Context: an optimization exercise on an open-source flow, tuned for small area. The choices shown serve that exercise and are no tape-out recipe. Only simulation tests tie the RTL to the original design; equivalence was not proved. Power and IR drop assume default switching activity.

==> 12-09 <==
// iotdf_top
module iotdf_top (
  input  logic         i_clk,
  input  logic         i_rst,
  input  logic         i_in_en,
  input  logic [7:0]   i_iot_in,
  input  logic [2:0]   i_fn_sel,
  output logic         o_busy,
  output logic         o_valid,
  output logic [127:0] o_iot_out
);
==> module byte_loader, before the edit <==
module byte_loader (
  input  logic       i_clk,
  input  logic       i_rst,
  input  logic       i_in_en,
  input  logic [2:0] i_fn_sel,
  output logic       o_accept,
  output logic       o_first_byte,    
  output logic       o_last_byte,     
  output logic [2:0] o_block_idx,
  output logic       o_is_min,
  output logic       o_mm_last,       
  output logic       o_busy,
  output logic       o_crc_show,      
  output logic       o_first_show,    
  output logic       o_second_show    
);
  localparam logic [2:0] FN_CRC_GEN  = 3'd3;
  localparam logic [2:0] FN_TOP2MAX  = 3'd4;
  localparam logic [2:0] FN_LAST2MIN = 3'd5;
  logic [3:0] byte_idx;
  logic [2:0] block_idx;
  logic       is_crc, is_mm, is_min;
  logic       accept, last_byte, group_end;
  logic       s1, s2, s3, s4;   
  logic       ev_mm;            
  assign accept    = i_in_en && !o_busy;
  assign last_byte = accept && (byte_idx == 4'd15);
  assign group_end = !is_mm || (block_idx == 3'd7);
  always_ff @(posedge i_clk or posedge i_rst) begin
    if (i_rst) begin
      byte_idx  <= '0;
      block_idx <= '0;
      is_crc    <= 1'b0;
      is_mm     <= 1'b0;
      is_min    <= 1'b0;
    end else begin
      if (accept) begin
        byte_idx <= byte_idx + 1'b1;
        if (byte_idx == '0 && block_idx == '0) begin
          is_crc <= (i_fn_sel == FN_CRC_GEN);
          is_mm  <= (i_fn_sel == FN_TOP2MAX) || (i_fn_sel == FN_LAST2MIN);
          is_min <= (i_fn_sel == FN_LAST2MIN);
        end
      end
      if (last_byte) begin
        block_idx <= group_end ? '0 : block_idx + 1'b1;
      end
    end
  end
  always_ff @(posedge i_clk or posedge i_rst) begin
    if (i_rst) begin
      s1 <= 1'b0;
      s2 <= 1'b0;
      s3 <= 1'b0;
      s4 <= 1'b0;
    end else begin
      s1 <= last_byte && (is_crc || (is_mm && block_idx == 3'd7));
      s2 <= s1;
      s3 <= s2;
      s4 <= s3 && ev_mm;
    end
  end
  always_ff @(posedge i_clk) begin
    if (last_byte) begin
      ev_mm <= is_mm;
    end
  end
  assign o_busy        = ev_mm && (s1 || s2 || s3 || s4);
  assign o_accept      = accept;
  assign o_first_byte  = byte_idx == 4'd0;
  assign o_last_byte   = byte_idx == 4'd15;
  assign o_block_idx   = block_idx;
  assign o_is_min      = is_min;
  assign o_mm_last     = last_byte && is_mm;
  assign o_crc_show    = s3 && !ev_mm;
  assign o_first_show  = s3 && ev_mm;
  assign o_second_show = s4;
endmodule
==> module extreme_tracker, before the edit <==
module extreme_tracker (
  input  logic         i_clk,
  input  logic         i_rst,
  input  logic [7:0]   i_byte,
  input  logic         i_accept,
  input  logic         i_first_byte,
  input  logic         i_mm_last,
  input  logic [2:0]   i_block_idx,
  input  logic         i_is_min,
  input  logic         i_first_show,
  input  logic         i_second_show,
  output logic [127:0] o_data
);
  logic [127:0] r0, r1, r2;          
  logic [2:0]   is_f, is_s, is_n;   
  logic [7:0]   b0, b1, b2;         
  logic [2:0]   bet;                
  logic [2:0]   fin;
  logic         fin_f, fin_s;
  logic [2:0]   sel;
  assign is_n = ~(is_f | is_s);
  always_ff @(posedge i_clk) begin
    if (i_accept) begin
      r0 <= {is_n[0] ? ~i_byte : r0[7:0], r0[127:8]};
      r1 <= {is_n[1] ? ~i_byte : r1[7:0], r1[127:8]};
      r2 <= {is_n[2] ? i_byte : r2[7:0], r2[127:8]};
    end
  end
  function automatic logic better(input logic [7:0] a, input logic [7:0] b,
                                  input logic prev, input logic is_min);
    logic r;
    r = prev;
    for (int j = 0; j < 8; j++) begin
      if (a[j] != b[j]) r = a[j] ^ is_min;
    end
    better = r;
  endfunction
  assign b0 = ~r0[7:0];
  assign b1 = ~r1[7:0];
  assign b2 = r2[7:0];
  assign fin[0] = better(i_byte, b0, bet[0] && !i_first_byte, i_is_min);
  assign fin[1] = better(i_byte, b1, bet[1] && !i_first_byte, i_is_min);
  assign fin[2] = better(i_byte, b2, bet[2] && !i_first_byte, i_is_min);
  assign fin_f  = |(fin & is_f);
  assign fin_s  = |(fin & is_s);
  always_ff @(posedge i_clk) begin
    if (i_accept) begin
      bet <= fin;
    end
  end
  always_ff @(posedge i_clk or posedge i_rst) begin
    if (i_rst) begin
      is_f <= 3'b001;
      is_s <= 3'b010;
    end else if (i_mm_last) begin
      if (i_block_idx == 3'd0 || fin_f) begin
        is_f <= is_n;
        is_s <= is_f;
      end else if (i_block_idx == 3'd1 || fin_s) begin
        is_s <= is_n;
      end
    end
  end
  assign sel = ({3{i_first_show}} & is_f) | ({3{i_second_show}} & is_s);
  assign o_data = ~((~{128{sel[0]}} | r0) & (~{128{sel[1]}} | r1) & ~({128{sel[2]}} & r2));
endmodule
Settings: LEC_CHECK=0, CAP_MARGIN=20, CORE_MARGIN=2, CORE_UTILIZATION=55, SETUP_SLACK_MARGIN=0.3, SLEW_MARGIN=20; clock period 5.5 ns.
standard.sh (not shown) runs the stock make flow with config.mk's settings and CLKGATE_MAP_FILE= SYNTH_SCRIPT=/design/flow/synth_recipe.tcl, a recipe that flattens the netlist after the stock synthesis.
==> flow/flow/run.sh <==
#!/bin/bash
# Standard ORFS layout (the standard.sh) with two changes:
#  - port buffers use the smallest buffer (buf_1) instead of the resizer's default choice
#  - clock tree built from clkbuf_4 clusters of at most 12 sinks, without dummy loads
set -euo pipefail
export BUFFER_PORTS_ARGS="-buffer_cell sky130_fd_sc_hd__buf_1"
export CTS_ARGS="-sink_clustering_enable -repair_clock_nets -dont_use_dummy_load -buf_list sky130_fd_sc_hd__clkbuf_4 -sink_clustering_size 12 -sink_clustering_max_diameter 40"
bash standard.sh > standard_flow.log 2>&1
==> 08-23: changes against 12-09 <==
--- a/flow/design.v
+++ b/flow/design.v
@@ -22,8 +22,7 @@
   logic [2:0] block_idx;
   logic       is_crc, is_mm, is_min;
   logic       accept, last_byte, group_end;
-  logic       s1, s2, s3, s4;   
-  logic       ev_mm;            
+  logic       p1, p2, c1, c2, c3, vf, vs;
   assign accept    = i_in_en && !o_busy;
   assign last_byte = accept && (byte_idx == 4'd15);
   assign group_end = !is_mm || (block_idx == 3'd7);
@@ -50,32 +49,33 @@
   end
   always_ff @(posedge i_clk or posedge i_rst) begin
     if (i_rst) begin
-      s1 <= 1'b0;
-      s2 <= 1'b0;
-      s3 <= 1'b0;
-      s4 <= 1'b0;
+      p1 <= 1'b0;
+      p2 <= 1'b0;
+      vf <= 1'b0;
+      vs <= 1'b0;
+      c1 <= 1'b0;
+      c2 <= 1'b0;
+      c3 <= 1'b0;
     end else begin
-      s1 <= last_byte && (is_crc || (is_mm && block_idx == 3'd7));
-      s2 <= s1;
-      s3 <= s2;
-      s4 <= s3 && ev_mm;
-    end
-  end
-  always_ff @(posedge i_clk) begin
-    if (last_byte) begin
-      ev_mm <= is_mm;
-    end
-  end
-  assign o_busy        = ev_mm && (s1 || s2 || s3 || s4);
+      p1 <= last_byte && is_mm && (block_idx == 3'd7);
+      p2 <= p1;
+      vf <= p2;
+      vs <= vf;
+      c1 <= last_byte && is_crc;
+      c2 <= c1;
+      c3 <= c2;
+    end
+  end
+  assign o_busy        = p1 | p2 | vf | vs;
   assign o_accept      = accept;
   assign o_first_byte  = byte_idx == 4'd0;
   assign o_last_byte   = byte_idx == 4'd15;
   assign o_block_idx   = block_idx;
   assign o_is_min      = is_min;
   assign o_mm_last     = last_byte && is_mm;
-  assign o_crc_show    = s3 && !ev_mm;
-  assign o_first_show  = s3 && ev_mm;
-  assign o_second_show = s4;
+  assign o_crc_show    = c3;
+  assign o_first_show  = vf;
+  assign o_second_show = vs;
 endmodule
 `timescale 1ns/1ps
 module crc3_unit (
@@ -134,41 +134,32 @@
   input  logic         i_second_show,
   output logic [127:0] o_data
 );
-  logic [127:0] r0, r1, r2;          
+  logic [127:0] r0, r1, r2;
   logic [2:0]   is_f, is_s, is_n;   
-  logic [7:0]   b0, b1, b2;         
-  logic [2:0]   bet;                
-  logic [2:0]   fin;
-  logic         fin_f, fin_s;
+  logic [7:0]   f_byte, s_byte;
+  logic         bet_f, bet_s;       
+  logic         bf_byte, bs_byte, ne_f, ne_s, fin_f, fin_s;
   logic [2:0]   sel;
   assign is_n = ~(is_f | is_s);
   always_ff @(posedge i_clk) begin
     if (i_accept) begin
-      r0 <= {is_n[0] ? ~i_byte : r0[7:0], r0[127:8]};
-      r1 <= {is_n[1] ? ~i_byte : r1[7:0], r1[127:8]};
+      r0 <= {is_n[0] ? i_byte : r0[7:0], r0[127:8]};
+      r1 <= {is_n[1] ? i_byte : r1[7:0], r1[127:8]};
       r2 <= {is_n[2] ? i_byte : r2[7:0], r2[127:8]};
     end
   end
-  function automatic logic better(input logic [7:0] a, input logic [7:0] b,
-                                  input logic prev, input logic is_min);
-    logic r;
-    r = prev;
-    for (int j = 0; j < 8; j++) begin
-      if (a[j] != b[j]) r = a[j] ^ is_min;
-    end
-    better = r;
-  endfunction
-  assign b0 = ~r0[7:0];
-  assign b1 = ~r1[7:0];
-  assign b2 = r2[7:0];
-  assign fin[0] = better(i_byte, b0, bet[0] && !i_first_byte, i_is_min);
-  assign fin[1] = better(i_byte, b1, bet[1] && !i_first_byte, i_is_min);
-  assign fin[2] = better(i_byte, b2, bet[2] && !i_first_byte, i_is_min);
-  assign fin_f  = |(fin & is_f);
-  assign fin_s  = |(fin & is_s);
+  assign f_byte = ({8{is_f[0]}} & r0[7:0]) | ({8{is_f[1]}} & r1[7:0]) | ({8{is_f[2]}} & r2[7:0]);
+  assign s_byte = ({8{is_s[0]}} & r0[7:0]) | ({8{is_s[1]}} & r1[7:0]) | ({8{is_s[2]}} & r2[7:0]);
+  assign ne_f    = i_byte != f_byte;
+  assign ne_s    = i_byte != s_byte;
+  assign bf_byte = i_is_min ? (i_byte < f_byte) : (i_byte > f_byte);
+  assign bs_byte = i_is_min ? (i_byte < s_byte) : (i_byte > s_byte);
+  assign fin_f   = ne_f ? bf_byte : (bet_f && !i_first_byte);
+  assign fin_s   = ne_s ? bs_byte : (bet_s && !i_first_byte);
   always_ff @(posedge i_clk) begin
     if (i_accept) begin
-      bet <= fin;
+      bet_f <= fin_f;
+      bet_s <= fin_s;
     end
   end
   always_ff @(posedge i_clk or posedge i_rst) begin
@@ -185,7 +176,7 @@
     end
   end
   assign sel = ({3{i_first_show}} & is_f) | ({3{i_second_show}} & is_s);
-  assign o_data = ~((~{128{sel[0]}} | r0) & (~{128{sel[1]}} | r1) & ~({128{sel[2]}} & r2));
+  assign o_data = ({128{sel[0]}} & r0) | ({128{sel[1]}} & r1) | ({128{sel[2]}} & r2);
 endmodule
 `timescale 1ns/1ps
 module output_stage (
==> flow/flow/run.sh (replaced) <==
#!/bin/bash
# Standard ORFS layout (the standard.sh) with two changes:
#  - port buffers use the smallest buffer (buf_1) instead of the resizer's default choice
#  - clock tree built from clkbuf_8 clusters of at most 20 sinks, without dummy loads
set -euo pipefail
export BUFFER_PORTS_ARGS="-buffer_cell sky130_fd_sc_hd__buf_1"
export CTS_ARGS="-sink_clustering_enable -repair_clock_nets -dont_use_dummy_load -buf_list sky130_fd_sc_hd__clkbuf_8 -sink_clustering_size 20 -sink_clustering_max_diameter 50"
bash standard.sh > standard_flow.log 2>&1
- CORE_UTILIZATION: 55 -> 40
==> 01-16: changes against 12-09 <==
--- a/flow/design.v
+++ b/flow/design.v
@@ -136,9 +136,9 @@
 );
   logic [127:0] r0, r1, r2;          
   logic [2:0]   is_f, is_s, is_n;   
-  logic [7:0]   b0, b1, b2;         
   logic [2:0]   bet;                
-  logic [2:0]   fin;
+  logic [2:0]   cout;
+  logic [2:0]   fin;                
   logic         fin_f, fin_s;
   logic [2:0]   sel;
   assign is_n = ~(is_f | is_s);
@@ -149,26 +149,25 @@
       r2 <= {is_n[2] ? i_byte : r2[7:0], r2[127:8]};
     end
   end
-  function automatic logic better(input logic [7:0] a, input logic [7:0] b,
-                                  input logic prev, input logic is_min);
-    logic r;
-    r = prev;
+  function automatic logic chain(input logic [7:0] a, input logic [7:0] b_n, input logic c_in);
+    logic c;
+    c = c_in;
     for (int j = 0; j < 8; j++) begin
-      if (a[j] != b[j]) r = a[j] ^ is_min;
-    end
-    better = r;
-  endfunction
-  assign b0 = ~r0[7:0];
-  assign b1 = ~r1[7:0];
-  assign b2 = r2[7:0];
-  assign fin[0] = better(i_byte, b0, bet[0] && !i_first_byte, i_is_min);
-  assign fin[1] = better(i_byte, b1, bet[1] && !i_first_byte, i_is_min);
-  assign fin[2] = better(i_byte, b2, bet[2] && !i_first_byte, i_is_min);
-  assign fin_f  = |(fin & is_f);
-  assign fin_s  = |(fin & is_s);
+      c = (a[j] & b_n[j]) | (a[j] & c) | (b_n[j] & c);
+    end
+    chain = c;
+  endfunction
+  logic [2:0] c_in;
+  assign c_in = i_first_byte ? {3{i_is_min}} : bet;
+  assign cout[0] = chain(i_byte, r0[7:0], c_in[0]);
+  assign cout[1] = chain(i_byte, r1[7:0], c_in[1]);
+  assign cout[2] = chain(i_byte, ~r2[7:0], c_in[2]);
+  assign fin     = cout ^ {3{i_is_min}};
+  assign fin_f   = |(fin & is_f);
+  assign fin_s   = |(fin & is_s);
   always_ff @(posedge i_clk) begin
     if (i_accept) begin
-      bet <= fin;
+      bet <= cout;
     end
   end
   always_ff @(posedge i_clk or posedge i_rst) begin
==> flow/flow/run.sh (replaced) <==
#!/bin/bash
# Standard ORFS layout (the standard.sh) with two changes:
#  - port buffers use the smallest buffer (buf_1) instead of the resizer's default choice
#  - clock tree built from clkbuf_4 clusters of at most 10 sinks, without dummy loads
set -euo pipefail
export BUFFER_PORTS_ARGS="-buffer_cell sky130_fd_sc_hd__buf_1"
export CTS_ARGS="-sink_clustering_enable -repair_clock_nets -dont_use_dummy_load -buf_list sky130_fd_sc_hd__clkbuf_4 -sink_clustering_size 10 -sink_clustering_max_diameter 40"
bash standard.sh > standard_flow.log 2>&1
- CORE_UTILIZATION: 55 -> 70
==> 02-19: changes against 12-09 <==
--- a/flow/design.v
+++ b/flow/design.v
@@ -22,8 +22,7 @@
   logic [2:0] block_idx;
   logic       is_crc, is_mm, is_min;
   logic       accept, last_byte, group_end;
-  logic       s1, s2, s3, s4;   
-  logic       ev_mm;            
+  logic       p1, p2, c1, c2, c3, vf, vs;
   assign accept    = i_in_en && !o_busy;
   assign last_byte = accept && (byte_idx == 4'd15);
   assign group_end = !is_mm || (block_idx == 3'd7);
@@ -50,32 +49,33 @@
   end
   always_ff @(posedge i_clk or posedge i_rst) begin
     if (i_rst) begin
-      s1 <= 1'b0;
-      s2 <= 1'b0;
-      s3 <= 1'b0;
-      s4 <= 1'b0;
+      p1 <= 1'b0;
+      p2 <= 1'b0;
+      vf <= 1'b0;
+      vs <= 1'b0;
+      c1 <= 1'b0;
+      c2 <= 1'b0;
+      c3 <= 1'b0;
     end else begin
-      s1 <= last_byte && (is_crc || (is_mm && block_idx == 3'd7));
-      s2 <= s1;
-      s3 <= s2;
-      s4 <= s3 && ev_mm;
-    end
-  end
-  always_ff @(posedge i_clk) begin
-    if (last_byte) begin
-      ev_mm <= is_mm;
-    end
-  end
-  assign o_busy        = ev_mm && (s1 || s2 || s3 || s4);
+      p1 <= last_byte && is_mm && (block_idx == 3'd7);
+      p2 <= p1;
+      vf <= p2;
+      vs <= vf;
+      c1 <= last_byte && is_crc;
+      c2 <= c1;
+      c3 <= c2;
+    end
+  end
+  assign o_busy        = p1 | p2 | vf | vs;
   assign o_accept      = accept;
   assign o_first_byte  = byte_idx == 4'd0;
   assign o_last_byte   = byte_idx == 4'd15;
   assign o_block_idx   = block_idx;
   assign o_is_min      = is_min;
   assign o_mm_last     = last_byte && is_mm;
-  assign o_crc_show    = s3 && !ev_mm;
-  assign o_first_show  = s3 && ev_mm;
-  assign o_second_show = s4;
+  assign o_crc_show    = c3;
+  assign o_first_show  = vf;
+  assign o_second_show = vs;
 endmodule
 `timescale 1ns/1ps
 module crc3_unit (
@@ -134,41 +134,32 @@
   input  logic         i_second_show,
   output logic [127:0] o_data
 );
-  logic [127:0] r0, r1, r2;          
+  logic [127:0] r0, r1, r2;
   logic [2:0]   is_f, is_s, is_n;   
-  logic [7:0]   b0, b1, b2;         
-  logic [2:0]   bet;                
-  logic [2:0]   fin;
-  logic         fin_f, fin_s;
+  logic [7:0]   f_byte, s_byte;
+  logic         bet_f, bet_s;       
+  logic         bf_byte, bs_byte, ne_f, ne_s, fin_f, fin_s;
   logic [2:0]   sel;
   assign is_n = ~(is_f | is_s);
   always_ff @(posedge i_clk) begin
     if (i_accept) begin
-      r0 <= {is_n[0] ? ~i_byte : r0[7:0], r0[127:8]};
-      r1 <= {is_n[1] ? ~i_byte : r1[7:0], r1[127:8]};
+      r0 <= {is_n[0] ? i_byte : r0[7:0], r0[127:8]};
+      r1 <= {is_n[1] ? i_byte : r1[7:0], r1[127:8]};
       r2 <= {is_n[2] ? i_byte : r2[7:0], r2[127:8]};
     end
   end
-  function automatic logic better(input logic [7:0] a, input logic [7:0] b,
-                                  input logic prev, input logic is_min);
-    logic r;
-    r = prev;
-    for (int j = 0; j < 8; j++) begin
-      if (a[j] != b[j]) r = a[j] ^ is_min;
-    end
-    better = r;
-  endfunction
-  assign b0 = ~r0[7:0];
-  assign b1 = ~r1[7:0];
-  assign b2 = r2[7:0];
-  assign fin[0] = better(i_byte, b0, bet[0] && !i_first_byte, i_is_min);
-  assign fin[1] = better(i_byte, b1, bet[1] && !i_first_byte, i_is_min);
-  assign fin[2] = better(i_byte, b2, bet[2] && !i_first_byte, i_is_min);
-  assign fin_f  = |(fin & is_f);
-  assign fin_s  = |(fin & is_s);
+  assign f_byte = ({8{is_f[0]}} & r0[7:0]) | ({8{is_f[1]}} & r1[7:0]) | ({8{is_f[2]}} & r2[7:0]);
+  assign s_byte = ({8{is_s[0]}} & r0[7:0]) | ({8{is_s[1]}} & r1[7:0]) | ({8{is_s[2]}} & r2[7:0]);
+  assign ne_f    = i_byte != f_byte;
+  assign ne_s    = i_byte != s_byte;
+  assign bf_byte = i_is_min ? (i_byte < f_byte) : (i_byte > f_byte);
+  assign bs_byte = i_is_min ? (i_byte < s_byte) : (i_byte > s_byte);
+  assign fin_f   = ne_f ? bf_byte : (bet_f && !i_first_byte);
+  assign fin_s   = ne_s ? bs_byte : (bet_s && !i_first_byte);
   always_ff @(posedge i_clk) begin
     if (i_accept) begin
-      bet <= fin;
+      bet_f <= fin_f;
+      bet_s <= fin_s;
     end
   end
   always_ff @(posedge i_clk or posedge i_rst) begin
@@ -185,7 +176,7 @@
     end
   end
   assign sel = ({3{i_first_show}} & is_f) | ({3{i_second_show}} & is_s);
-  assign o_data = ~((~{128{sel[0]}} | r0) & (~{128{sel[1]}} | r1) & ~({128{sel[2]}} & r2));
+  assign o_data = ({128{sel[0]}} & r0) | ({128{sel[1]}} & r1) | ({128{sel[2]}} & r2);
 endmodule
 `timescale 1ns/1ps
 module output_stage (
==> flow/run.sh (new file) <==
#!/bin/bash
# synth_recipe.tcl (not shown) runs the flow's synth.tcl, then flattens the netlist and writes it again
# the make line also repeats each setting of config.mk as NAME=value (left out here)
make -C /OpenROAD-flow-scripts/flow DESIGN_CONFIG=/design/flow/config.mk WORK_HOME=/design/flow/orfs CLKGATE_MAP_FILE= SYNTH_SCRIPT=/design/flow/synth_recipe.tcl finish
- CORE_UTILIZATION: 55 -> 40
removed: flow/flow/run.sh
removed: flow/standard.sh
==> out/metrics.cfg <==
[outcome]
status = no timing/DRC/antenna violations

[critical_path]
timing.critical_path.max_delay_family = buffers and inverters
cp-endpoint = o_iot_out[91]

[grt]
grt_pass1_vias = 8832
grt_antenna_before_repair = 0

[power]
switchingPower_mw = 1.86
power-per-cell-area_nw_per_um2 = 391
p_seq_mw = 4.09
leakage_nw = 7.50

[final_layout]
final_area_sq_um = 19400
syn2layout_area_growth_pct = 20.9

[synthesis]
synth_edf_count = 392

[floorplanning]
die_x_microns = 204

[detailed_routing]
dr.pass1.iters = 11

-- figures above: 02-19

==> out/metrics.cfg <==
[grt]
grt_max_degree = 101
grt_pass1_vias = 8622
grt_antenna_before_repair = 1

[power]
pg_clk_mw = 1.53
power-per-cell-area_nw_per_um2 = 360
switchingPower_mw = 1.61
leakage_nw = 6.80
intPower_mw = 4.75
p_seq_mw = 4.07

[critical_path]
timing.critical_path.max_delay_family = compound AO/OA/AOI/OAI gates
crit_type = reg2out
cp-endpoint = o_iot_out[24]

[detailed_routing]
wl_microns = 36800
dr.pass1.iters = 12

[synthesis]
synth_edf_count = 392

[outcome]
status = no timing/DRC/antenna violations

[hold_path]
min-delay-path-class = reg2reg

-- figures above: 08-23

==> out/metrics.cfg <==
[outcome]
status = no timing/DRC/antenna violations

[final_layout]
final_area_sq_um = 17200
syn2layout_area_growth_pct = 8.05

[power]
power_mw = 5.58
power-per-cell-area_nw_per_um2 = 325
switchingPower_mw = 1.30
leakage_nw = 5.64
p_seq_mw = 3.87

[grt]
grt_pass1_vias = 8554
grt_antenna_before_repair = 1

[critical_path]
cp-endpoint = o_iot_out[60]

[synthesis]
synth_edf_count = 394

[floorplanning]
die_x_microns = 174

[detailed_routing]
dr.pass1.iters = 6

-- figures above: 12-09

==> out/metrics.cfg <==
[detailed_routing]
dr.pass1.iters = 5
wl_microns = 32000

[grt]
grt_antenna_before_repair = 1
grt_pass1_vias = 8150

[power]
power_mw = 5.70
p_seq_mw = 3.99
leakage_nw = 5.49
switchingPower_mw = 1.32
sw_frac_of_total_pct = 23.2
power_frac_comb_pct = 7.3
power-per-cell-area_nw_per_um2 = 342

[final_layout]
seq_area_sq_um = 12300

[critical_path]
cp-endpoint = o_iot_out[88]
timing.critical_path.max_delay_family = buffers and inverters

[floorplanning]
ios = 144
die_x_microns = 153

[clocking]
cts_hold_buf = 0

[synthesis]
synth_edf_count = 394

[outcome]
status = no timing/DRC/antenna violations

-- figures above: 01-16

-- port drivers added, routing unchanged --
How much do the figures lean on ideal ports? The routed layouts below were timed once more, with nothing changed but the port constraints. Step 1 sets driving cells, clkbuf_16 on the clock port and buf_2 on the other inputs (assumed; they add their load-dependent delay and slew). Step 2 moves the port delays by t, midway between the first and last clock arrival at a register: inputs arrive t later, outputs are due t later. That takes back most of the time a late clock gives input paths. Slacks: ideal ports / drivers / drivers and shift; pairs: ideal ports / drivers.
run | t (ns) | setup WS [ns] | clock arrival spread, ns
12-09 | 0.685 | 1.547 / 1.499 / 1.638 | 0.083 / 0.083
08-23 | 0.599 | 1.426 / 1.378 / 1.977 | 0.083 / 0.084
01-16 | 0.686 | 1.447 / 1.402 / 1.466 | 0.054 / 0.054
02-19 | 0.595 | 1.143 / 1.090 / 1.684 | 0.023 / 0.023
After both steps every run listed still meets setup and hold.
